This is an optimization exercise on Yosys and OpenROAD, whose aim is small area, a short achievable clock period and few clock cycles per item, not a production implementation. The RTL was checked by simulation tests, not by an equivalence proof against the original design. No activity file was given, so power comes from the tool's default toggle rates.

### flow/flow/run.sh
#!/bin/bash
set -euo pipefail
bash standard.sh SETUP_SLACK_MARGIN=7.5 finish > standard_flow.log 2>&1
### flow/standard.sh
#!/bin/bash
# synth_recipe.tcl (not shown) runs the flow's synth.tcl, then flattens the netlist and writes it again
# the make line also repeats each setting of config.mk as NAME=value (left out here)
make -C /OpenROAD-flow-scripts/flow DESIGN_CONFIG=/design/flow/config.mk WORK_HOME=/design/flow/orfs CLKGATE_MAP_FILE= SYNTH_SCRIPT=/design/flow/synth_recipe.tcl "${@:-finish}"
### flow/config.mk
export PLATFORM = sky130hd
export DESIGN_NAME = fpu
export DESIGN_NICKNAME = fpu
export VERILOG_FILES = /design/flow/design.v
export SDC_FILE = /design/flow/constraint.sdc
export NUM_CORES = 4
export LEC_CHECK = 0
export ABC_CLOCK_PERIOD_IN_PS = 3500
export CAP_MARGIN = 20
export CORE_MARGIN = 2
export CORE_UTILIZATION = 40
export SLEW_MARGIN = 20
### flow/constraint.sdc
create_clock -name core_clock -period 11.5 [get_ports {clk}]
set_input_delay 2.3000 -clock core_clock [delete_from_list [all_inputs] [get_ports {clk}]]
set_output_delay 2.3000 -clock core_clock [all_outputs]
set_load 0.01 [all_outputs]
### flow/design.v
`default_nettype none
package fpu_pkg;
  typedef logic [32-1:0]          fp_word_t;
  typedef logic [8-1:0]      fp_exp_t;
  typedef logic [23:0]       fp_man_t;    
  typedef logic [23+1:0]     fp_sum_t;    
  typedef logic [2*23+1:0]   fp_prod_t;
  typedef enum logic [3-1:0] {
    OP_FADD  = 0,
    OP_FSUB  = 1,
    OP_FMUL  = 2,
    OP_FMADD = 3,
    OP_FMSUB = 4
  } fpu_op_e;
  typedef struct packed {
    logic                   sign;
    fp_exp_t                exp;
    logic [23-1:0]  frac;
  } fp_fields_t;
  typedef struct packed {
    fpu_op_e   op;
    fp_word_t  a;
    fp_word_t  b;
    fp_word_t  c;
  } fpu_cmd_t;
  typedef struct packed {
    logic      hit;
    fp_word_t  value;
  } fp_special_t;
  typedef struct packed {
    logic                  cyc;
    logic                  stb;
    logic                  we;
    logic [5-1:0]  adr;
    fp_word_t              dat;
  } wb_req_t;
endpackage
`default_nettype wire
`timescale 1ns/1ps
`default_nettype none
module fpu (
  input  logic        clk,
  input  logic        rst,
  input  logic        wb_cyc_i,
  input  logic        wb_stb_i,
  input  logic        wb_we_i,
  input  logic [4:0]  wb_adr_i,
  input  logic [31:0] wb_dat_i,
  output logic [31:0] wb_dat_o,
  output logic        wb_ack_o
);
  localparam logic [2:0] E_S0 = 3'd0, E_S1 = 3'd1, E_S2 = 3'd2, E_NORM = 3'd3, E_IDLE = 3'd4;
  localparam logic [1:0] F_IDLE = 2'd0, F_EVAL = 2'd1, F_WAITX = 2'd2, F_ADD2 = 2'd3;
  logic [31:0] reg_a, reg_b, reg_c, reg_res;
  logic        busy, done, illegal, overrun, res_nz;
  logic        res_we;
  logic [31:0] res_d;
  wire bus_req  = wb_cyc_i & wb_stb_i & ~wb_ack_o;
  wire wr_req   = bus_req & wb_we_i;
  wire cmd_wr   = wr_req & (wb_adr_i == 5'h0C);
  wire [2:0] wop = wb_dat_i[2:0];
  wire op_legal = (wop <= 3'd4);
  wire cmd_go   = cmd_wr & op_legal & ~busy;
  wire wr_a     = wr_req & (wb_adr_i == 5'h00);
  wire wr_b     = wr_req & (wb_adr_i == 5'h04);
  wire wr_c     = wr_req & (wb_adr_i == 5'h08);
  wire go_addsub = cmd_go & (wop[2:1] == 2'b00);
  always_ff @(posedge clk) begin
    if (wr_a) reg_a <= wb_dat_i;
    if (wr_b) reg_b <= wb_dat_i;
    if (wr_c) reg_c <= wb_dat_i;
  end
  always_ff @(posedge clk) begin
    if (rst) wb_ack_o <= 1'b0;
    else     wb_ack_o <= bus_req;
  end
  logic [31:0] rd_data;
  always_comb begin
    case (wb_adr_i)
      5'h00:   rd_data = reg_a;
      5'h04:   rd_data = reg_b;
      5'h08:   rd_data = reg_c;
      5'h10:   rd_data = res_nz ? reg_res : 32'h0;
      5'h14:   rd_data = {28'h0, overrun, illegal, done | res_we, busy & ~res_we};
      default: rd_data = 32'h0;
    endcase
  end
  always_ff @(posedge clk) wb_dat_o <= rd_data;
  logic [2:0]  eng_st;
  logic        st0;           
  logic [31:0] acc_s, acc_c;
  logic [7:0]  bd_q;          
  logic [7:0]  esum;
  logic        psign;
  logic        xld;           
  logic [31:0] x_op, y_op;
  wire eng_restart = rst | wr_a | wr_b | go_addsub;
  wire [7:0]  a_e1 = (reg_a[30:23] == 8'd0) ? 8'd1 : reg_a[30:23];
  wire [7:0]  b_e1 = (reg_b[30:23] == 8'd0) ? 8'd1 : reg_b[30:23];
  wire [23:0] a_m  = {reg_a[30:23] != 8'd0, reg_a[22:0]};
  wire [23:0] b_m  = {reg_b[30:23] != 8'd0, reg_b[22:0]};
  function automatic logic [63:0] csa(input logic [31:0] x, input logic [31:0] y, input logic [31:0] z);
    logic [31:0] s, c;
    s = x ^ y ^ z;
    c = (x & y) | (x & z) | (y & z);
    csa = {s, c[30:0], 1'b0};
  endfunction
  logic [31:0] pp [8];
  always_comb begin
    for (int j = 0; j < 8; j++) pp[j] = bd_q[j] ? ({8'd0, a_m} << j) : 32'd0;
  end
  wire [31:0] sh = st0 ? 32'd0 : {8'd0, acc_s[31:8]};
  wire [31:0] ch = st0 ? 32'd0 : {8'd0, acc_c[31:8]};
  wire [8:0]  lo = {1'b0, acc_s[7:0]} + {1'b0, acc_c[7:0]};
  wire        cin = ~st0 & lo[8];
  wire [63:0] l1a = csa(pp[0], pp[1], pp[2]);
  wire [63:0] l1b = csa(pp[3], pp[4], pp[5]);
  wire [63:0] l1c = csa(pp[6], pp[7], sh);
  wire [63:0] l2a = csa(l1a[63:32], l1a[31:0] | {31'd0, cin}, l1b[63:32]);
  wire [63:0] l2b = csa(l1b[31:0], l1c[63:32], l1c[31:0]);
  wire [63:0] l3a = csa(l2a[63:32], l2a[31:0], l2b[63:32]);
  wire [63:0] l4a = csa(l3a[63:32], l3a[31:0], l2b[31:0]);
  wire [63:0] l5a = csa(l4a[63:32], l4a[31:0], ch);
  always_ff @(posedge clk) begin
    acc_s <= l5a[63:32];
    acc_c <= l5a[31:0];
    if (st0) begin
      esum  <= a_e1 + b_e1 - 8'd127;
      psign <= reg_a[31] ^ reg_b[31];
    end
  end
  always_ff @(posedge clk) begin
    if (eng_restart) begin
      eng_st <= E_S0;
      st0    <= 1'b1;
      bd_q   <= wr_b ? wb_dat_i[7:0] : reg_b[7:0];
    end else begin
      st0 <= 1'b0;
      case (eng_st)
        E_S0:    begin eng_st <= E_S1;   bd_q <= b_m[15:8];  end
        E_S1:    begin eng_st <= E_S2;   bd_q <= b_m[23:16]; end
        E_S2:    eng_st <= E_NORM;
        default: eng_st <= E_IDLE;
      endcase
    end
    xld <= (eng_st == E_NORM);
  end
  wire [31:0] acc = acc_s + acc_c;    
  logic [2:0]  psh;
  logic [7:0]  pexp;
  logic [22:0] pfrac;
  logic [31:0] acc_sh;
  always_comb begin
    casez (acc[30:25])
      6'b01????: psh = 3'd1;
      6'b001???: psh = 3'd2;
      6'b0001??: psh = 3'd3;
      6'b00001?: psh = 3'd4;
      6'b000001: psh = 3'd5;
      default:   psh = 3'd0;
    endcase
    acc_sh = acc << psh;
    if (acc[31]) begin
      pexp  = esum + 8'd1;
      pfrac = acc[30:8];
    end else if (!acc[30] && (esum != 8'd0)) begin
      pexp  = esum - {5'd0, psh};
      pfrac = acc_sh[29:7];
    end else begin
      pexp  = esum;
      pfrac = acc[29:7];
    end
  end
  always_ff @(posedge clk) begin
    if (go_addsub)              x_op <= reg_a;
    else if (eng_st == E_NORM)  x_op <= {psign, pexp, pfrac};
  end
  always_ff @(posedge clk) begin
    if (cmd_go) begin
      case (wop)
        3'd0:    y_op <= reg_b;
        3'd1:    y_op <= {~reg_b[31], reg_b[30:0]};
        3'd4:    y_op <= {~reg_c[31], reg_c[30:0]};
        default: y_op <= reg_c;
      endcase
    end
  end
  wire        xs = x_op[31], ys = y_op[31];
  wire [7:0]  xe = (x_op[30:23] == 8'd0) ? 8'd1 : x_op[30:23];
  wire [7:0]  ye = (y_op[30:23] == 8'd0) ? 8'd1 : y_op[30:23];
  wire [23:0] xm = {x_op[30:23] != 8'd0, x_op[22:0]};
  wire [23:0] ym = {y_op[30:23] != 8'd0, y_op[22:0]};
  wire [8:0]  dxy = {1'b0, xe} - {1'b0, ye};
  wire [7:0]  dyx = ye - xe;
  wire        x_ege = ~dxy[8];
  wire        e_eq  = (xe == ye);
  wire        m_ge  = (xm >= ym);
  wire        x_big = (x_ege & ~e_eq) | (e_eq & m_ge);
  wire [7:0]  ediff = x_ege ? dxy[7:0] : dyx;
  wire [23:0] m_keep = x_ege ? xm : ym;
  wire [23:0] m_src  = x_ege ? ym : xm;
  wire [23:0] m_sh   = m_src >> ediff;
  wire        swp    = e_eq & ~m_ge;
  logic [23:0] s1_mbig, s1_malign;
  logic [7:0]  s1_ebig;
  logic        s1_sign, s1_sub;
  always_ff @(posedge clk) begin
    s1_mbig   <= swp ? m_sh : m_keep;
    s1_malign <= swp ? m_keep : m_sh;
    s1_ebig   <= x_ege ? xe : ye;
    s1_sign   <= x_big ? xs : ys;
    s1_sub    <= xs ^ ys;
  end
  wire [24:0] sum = s1_sub ? {1'b0, s1_mbig} - {1'b0, s1_malign}
                           : {1'b0, s1_mbig} + {1'b0, s1_malign};
  logic [4:0]  nsh;
  logic [24:0] nman;
  logic [31:0] add_out;
  always_comb begin
    nsh = 5'd0;
    for (int i = 3; i < 23; i++) begin
      if (sum[i]) nsh = 5'(23 - i);
    end
    nman = sum << nsh;
    if (sum == 25'd0)
      add_out = 32'h0;
    else if (sum[24])
      add_out = {s1_sign, s1_ebig + 8'd1, sum[23:1]};
    else if (!sum[23])
      add_out = {s1_sign, s1_ebig - {3'd0, nsh}, nman[22:0]};
    else
      add_out = {s1_sign, s1_ebig, sum[22:0]};
  end
  logic [2:0] op_q;
  logic [1:0] fsm;
  logic       mode_prod;
  wire a_emax = reg_a[30:23] == 8'hFF, b_emax = reg_b[30:23] == 8'hFF, c_emax = reg_c[30:23] == 8'hFF;
  wire a_e0 = reg_a[30:23] == 8'h00, b_e0 = reg_b[30:23] == 8'h00, c_e0 = reg_c[30:23] == 8'h00;
  wire a_f0 = reg_a[22:0] == 23'd0, b_f0 = reg_b[22:0] == 23'd0, c_f0 = reg_c[22:0] == 23'd0;
  wire a_nan = a_emax & ~a_f0, b_nan = b_emax & ~b_f0, c_nan = c_emax & ~c_f0;
  wire a_inf = a_emax & a_f0,  b_inf = b_emax & b_f0,  c_inf = c_emax & c_f0;
  wire a_zero = a_e0 & a_f0,   b_zero = b_e0 & b_f0,   c_zero = c_e0 & c_f0;
  wire xsgn = reg_a[31] ^ reg_b[31];
  logic        sp_hit, prod_only;
  logic [31:0] sp_val;
  always_comb begin
    sp_hit    = 1'b0;
    sp_val    = 32'h0;
    prod_only = 1'b0;
    case (op_q)
      3'd0, 3'd1: begin
        if (a_nan || b_zero) begin
          sp_hit = 1'b1; sp_val = reg_a;
        end else if (b_nan || a_zero) begin
          sp_hit = 1'b1; sp_val = {reg_b[31] ^ op_q[0], reg_b[30:0]};
        end else if (a_inf || b_inf) begin
          sp_hit = 1'b1; sp_val = {xsgn, 8'hFF, 23'd0};
        end else if (op_q[0] && reg_a == reg_b) begin
          sp_hit = 1'b1; sp_val = 32'h0;    
        end
      end
      3'd2: begin
        if (a_nan) begin
          sp_hit = 1'b1; sp_val = reg_a;
        end else if (b_nan) begin
          sp_hit = 1'b1; sp_val = reg_b;
        end else if (a_zero || b_zero) begin
          sp_hit = 1'b1; sp_val = {xsgn, 31'd0};
        end else if (a_inf || b_inf) begin
          sp_hit = 1'b1; sp_val = {xsgn, 8'hFF, 23'd0};
        end
      end
      default: begin
        if (a_nan) begin
          sp_hit = 1'b1; sp_val = reg_a;
        end else if (b_nan) begin
          sp_hit = 1'b1; sp_val = reg_b;
        end else if (c_zero) begin
          prod_only = 1'b1;
        end else if (a_zero || b_zero || c_nan) begin
          sp_hit = 1'b1; sp_val = {reg_c[31] ^ op_q[2], reg_c[30:0]};
        end else if (a_inf || b_inf) begin
          sp_hit = 1'b1; sp_val = {xsgn, 8'hFF, 23'd0};
        end else if (c_inf) begin
          sp_hit = 1'b1; sp_val = {xsgn ^ reg_c[31], 8'hFF, 23'd0};
        end
      end
    endcase
  end
  wire xrdy = (eng_st == E_IDLE) | xld;
  wire is_prod = (op_q == 3'd2) | prod_only;
  logic [1:0] fsm_nx;
  logic       mode_nx;
  always_comb begin
    res_we  = 1'b0;
    res_d   = add_out;
    fsm_nx  = fsm;
    mode_nx = mode_prod;
    case (fsm)
      F_EVAL: begin
        if (sp_hit) begin
          res_we = 1'b1; res_d = sp_val; fsm_nx = F_IDLE;
        end else if (is_prod) begin
          mode_nx = 1'b1;
          if (xrdy) begin
            res_we = 1'b1; res_d = x_op; fsm_nx = F_IDLE;
          end else begin
            fsm_nx = F_WAITX;
          end
        end else begin
          mode_nx = 1'b0;
          fsm_nx = (op_q[2:1] == 2'b00 || xrdy) ? F_ADD2 : F_WAITX;
        end
      end
      F_WAITX: begin
        if (xrdy) begin
          if (mode_prod) begin
            res_we = 1'b1; res_d = x_op; fsm_nx = F_IDLE;
          end else begin
            fsm_nx = F_ADD2;
          end
        end
      end
      F_ADD2: begin
        res_we = 1'b1; res_d = add_out; fsm_nx = F_IDLE;
      end
      default: ;
    endcase
  end
  always_ff @(posedge clk) begin
    if (rst) begin
      fsm     <= F_IDLE;
      busy    <= 1'b0;
      done    <= 1'b0;
      illegal <= 1'b0;
      overrun <= 1'b0;
      res_nz  <= 1'b0;
    end else begin
      fsm       <= fsm_nx;
      mode_prod <= mode_nx;
      if (cmd_go) begin
        fsm     <= F_EVAL;
        busy    <= 1'b1;
        done    <= 1'b0;
        illegal <= 1'b0;
        overrun <= 1'b0;
      end else if (cmd_wr && !op_legal) begin
        illegal <= 1'b1;
      end else if (cmd_wr) begin
        overrun <= 1'b1;
      end
      if (res_we) begin
        busy   <= 1'b0;
        done   <= 1'b1;
        res_nz <= 1'b1;
      end
    end
  end
  always_ff @(posedge clk) begin
    if (cmd_go) op_q <= wop;
    if (res_we) reg_res <= res_d;
  end
endmodule
`default_nettype wire
==> summary.txt <==
* Initial antenna violation count at 5
* Largest cells by area after synthesis: edfxtp_1, fa_1, dfxtp_1
* Rows at 105
* Synth top area share at 19.2%
* Maxcap violations at 0
* Combinational share of power at 74.9%
* Deepest clock path buffer count at 3
* Worst Setup End Kind: flop
* Yosys cell types at 97
* Status: finished clean
* CTS tree: done
* Arr. time, crit path at 5.86 ns
* Core Region at 82,200 um2
* Largest net degree at the start of global routing at 59
* CP Buf/Inv Count at 2
* Sequential area share after synthesis at 29.1%
* Die Wd at 293 um
* Ys async rst share at 0%
* Synth Area in XOR/XNOR at 3.58%
* Unrepaired setup endpoints after global routing: true
* PortBufs at 74
* WL/cell at 27.0 um
* Leak at 16.9 nW
* Multiplexer area fraction after synthesis at 5.99%
* Clk pwr share at 10.7%
* CP required at 11.92 ns
* NumNets Final at 4,411
* Global router's overall resource usage at 30.8%
* Most frequent cells after synthesis: nand2_1, inv_1, a21oi_1
* Sequential Power Share at 14.4%
* Remaining antenna violation count at 0
* Layout area overhead at 30.3%
* Netlist Area Pre-Place at 33,300 um2
* Worst Clk Skew at 0.0546 ns
* Main combinational cell family by area after synthesis: compound AO/OA/AOI/OAI gates
* Crit path max-delay family: simple AND/OR/NAND/NOR gates
* Share of layout cells above drive strength 1 at 27.1%
* Cell Int Power at 6.76 mW
* Kind of critical path: flop to flop
* H-tree Lvls at 2
* Post-Synthesis Cells at 3,738
* Post-route DRC at 0
* Setup ws final at 6.06 ns
* Synthesized flop and latch total at 378
* Fillers at 7,380
* Max Slew Vio Count at 0
* CTS sink cnt at 378
* Post-place setup slack at 4.74 ns
* Post-synth top area cell: edfxtp_1
* Maximum clock rate at 184 MHz
* Die area at 85,600 um2
* Ports at 75
* Worst-path cell chain: or4_4 > nor3_4 > nand2_2 > nor2_4 > nor2_2 > xnor2_1 > ha_2 > nor3_2 > a211o_1 > or3_4 > o21a_4 > o211ai_4 > nand4_1 > buf_4 > nor4_4 > and2_4 > inv_4 > ha_4 > o21ai_0 > nand2b_1 > a2111oi_2 > a21oi_1 > xor2_1 > o32ai_2
* Post-synthesis average cell area at 8.91 um2
* GP Congestion at 1.02
* Ys flop type: edfxtp_1
* CTS root buf: clkbuf_16
* NetSw at 6.64 mW
* Vias at 32,400
* Min cycle time layout at 5.44 ns
* Post-Route Setup TNS at 0 ns
* PwrDens at 309 nW/um2
* Most used standard cell by instance count after synthesis: nand2_1
* Syn nets at 4,123
* Hpwl dp at 92,500 um
* Drt initial violations at 4,062
* Min-delay worst type: flop to flop
* Synth Area in Compound Gates at 21.6%
* Ys Warns at 2
* Vias in the first global route at 30,600
* Post-synthesis simple-gate area fraction at 16.5%
* Chip Height at 293 um
* Post-DR vias/cell at 6.32
* Total CTS buffers at 43
* First-pass detailed-route iteration total at 7
* Max FO, Critical Path at 14
* Clock insertion delay at the later pin of the skew report at 0.63 ns
* Total congestion overflow at 0
* Slew @ Worst Pin at 1.12 ns
* Switch share at 49.5%
* Slew headroom at 25.4%
* Critical path startpoint category: flop
* Slowest Stage Delay on Critical Path at 0.58 ns
* Wire length of the first global-routing pass at 200,000 um
* Post-synthesis adder-cell area fraction at 17.1%
* VDD IR max at 0.245 mV
* # hold bufs at CTS at 0
* Starting Density at 40.5%
* Count of flip-flops with a built-in enable after synthesis at 213
* Clock transition at path regs at 0.06 ns
* Critical path's slowest cell: or4_4
* Final Hold Viols at 0
* Final setup fails at 0
* Drt total wl at 139,000 um
* Final period utilization at 47.3%
## sequential cells by signal, summed over array words and instances, names as in the netlist, 2 cells and up
name / cells
esum: 8
eng_st: 3
fsm: 2
reg_res: 32
reg_c: 32
s1_malign: 24
bd_q: 8
acc_s: 31
x_op: 32
y_op: 32
s1_ebig: 8
acc_c: 31
op_q: 3
reg_b: 32
wb_dat_o: 32
reg_a: 32
s1_mbig: 24
## power groups by stage
stage / Sequential, mW / Combinational [mW] / Clock [mW]
5_1_grt: 1.94 / 10.7 / 1.49
2_1_floorplan: 1.84 / 5.20 / 0
3_3_place_gp: 1.95 / 7.02 / 0
4_1_cts: 1.92 / 8.55 / 1.44
3_5_place_dp: 1.95 / 6.99 / 0
6_report: 1.93 / 10.0 / 1.43
## through the flow
step	instances	hold WS (ns)	power (mW)	util, %	cell area [um2]
after floorplan	3738	0.433	7.04	-	34200
after detailed placement	4676	0.474	8.95	43.2	35500
after global placement	4675	0.463	8.97	43.2	35500
final	5133	0.485	13.4	52.7	43400
after CTS	4999	0.483	11.9	49.8	41000
after global routing	5132	0.524	14.1	52.7	43400
## cells in the final DEF, fill, tap and decap left out, types with 66 or more instances in the layout
master and count:
dfxtp_1 152, nand2_1 304, and2_1 143, o21ai_0 124
fa_1 177, a221o_1 72, a21oi_1 221, nor2b_1 66
ha_1 118, buf_4 298, nor2_1 216, inv_1 261
buf_6 79, edfxtp_1 213
## worst reg2reg max path, stage by stage, from the launching register on
cell,delay [ns]
dfxtp_2,0.32
or4_4,0.58
nor3_4,0.17
nand2_2,0.11
nor2_4,0.13
nor2_2,0.04
xnor2_1,0.19
ha_2,0.27
nor3_2,0.06
a211o_1,0.32
or3_4,0.36
o21a_4,0.25
o211ai_4,0.25
nand4_1,0.19
buf_4,0.19
nor4_4,0.25
and2_4,0.24
inv_4,0.09
ha_4,0.25
o21ai_0,0.08
nand2b_1,0.13
a2111oi_2,0.31
a21oi_1,0.08
xor2_1,0.17
o32ai_2,0.24
## kinds of logic (layout without fill, tap and decap cells)
group,after synthesis,after routing
compound gates,1048,1050
xor+xnor,134,136
fa+ha+maj,343,343
buf+inv,541,854
flops,378,378
mux,167,168
other cells,0,2
simple gates,1127,1132
## metal layers
layer  GRT usage, %  vias up  share of wire, %
met5              0        -             0.062
met1           41.2    15800                39
met2           47.5     2059                44
li1               -    14100                 -
met3           7.42      517                11
met4           13.4       10               5.7
## final timing paths
kind	start	end	slack, ns	depth (start not counted)
max	s1_malign[9]	reg_res[29]	6.06	24
min	illegal	illegal	0.49	2
max reg2reg	s1_malign[9]	reg_res[29]	6.06	24
min reg2reg	illegal	illegal	0.49	2
## layout make-up
class	count	area, um2	area share [%]
Multi-Input combinational cell	2829	25100	57.8
Sequential cell	378	9720	22.4
Timing Repair Buffer	490	4610	10.6
Tap cell	1070	1340	3.09
Clock buffer	63	1280	2.96
Inverter	281	1130	2.60
Clock inverter	17	179	0.413
Timing Repair inverter	3	18.8	0.0433
Antenna cell	2	5.00	0.0115
## repair_timing
action                                  CTS  global route
pin swaps                               152           183
setup buffers                           221           130
cloned                                   22             2
endpoints found under the setup margin  308           226
gates resized for setup                 446           313
Testbench counts, summed over its fixed seeds: cycles 28,792, ops 2,400.

## port drivers added, routing unchanged
The flow's constraints put no driver on any port. The routed layout listed below was extracted and timed again, unchanged, in two steps.
Step 1 assumes that a clkbuf_16 drives the clock port and a buf_2 every other input.
Step 2 adds t to the input delays and takes it off the output delays; t is the mean of the earliest and latest rising clock arrival at the registers after step 1. Input paths then give back, and output paths get back, about the clock's delay inside the block.
a / b / c = ideal / step 1 / step 2; a / b = the first two.
shift t [ns]: 0.665
setup WS [ns]: 6.060 / 6.060 / 6.060
worst register clock-pin slew, ns: 0.07 / 0.07
After both steps this run still meets setup and hold. The setup slack of this run moves by 0.000 ns with the drivers and by 0.000 ns with both steps.
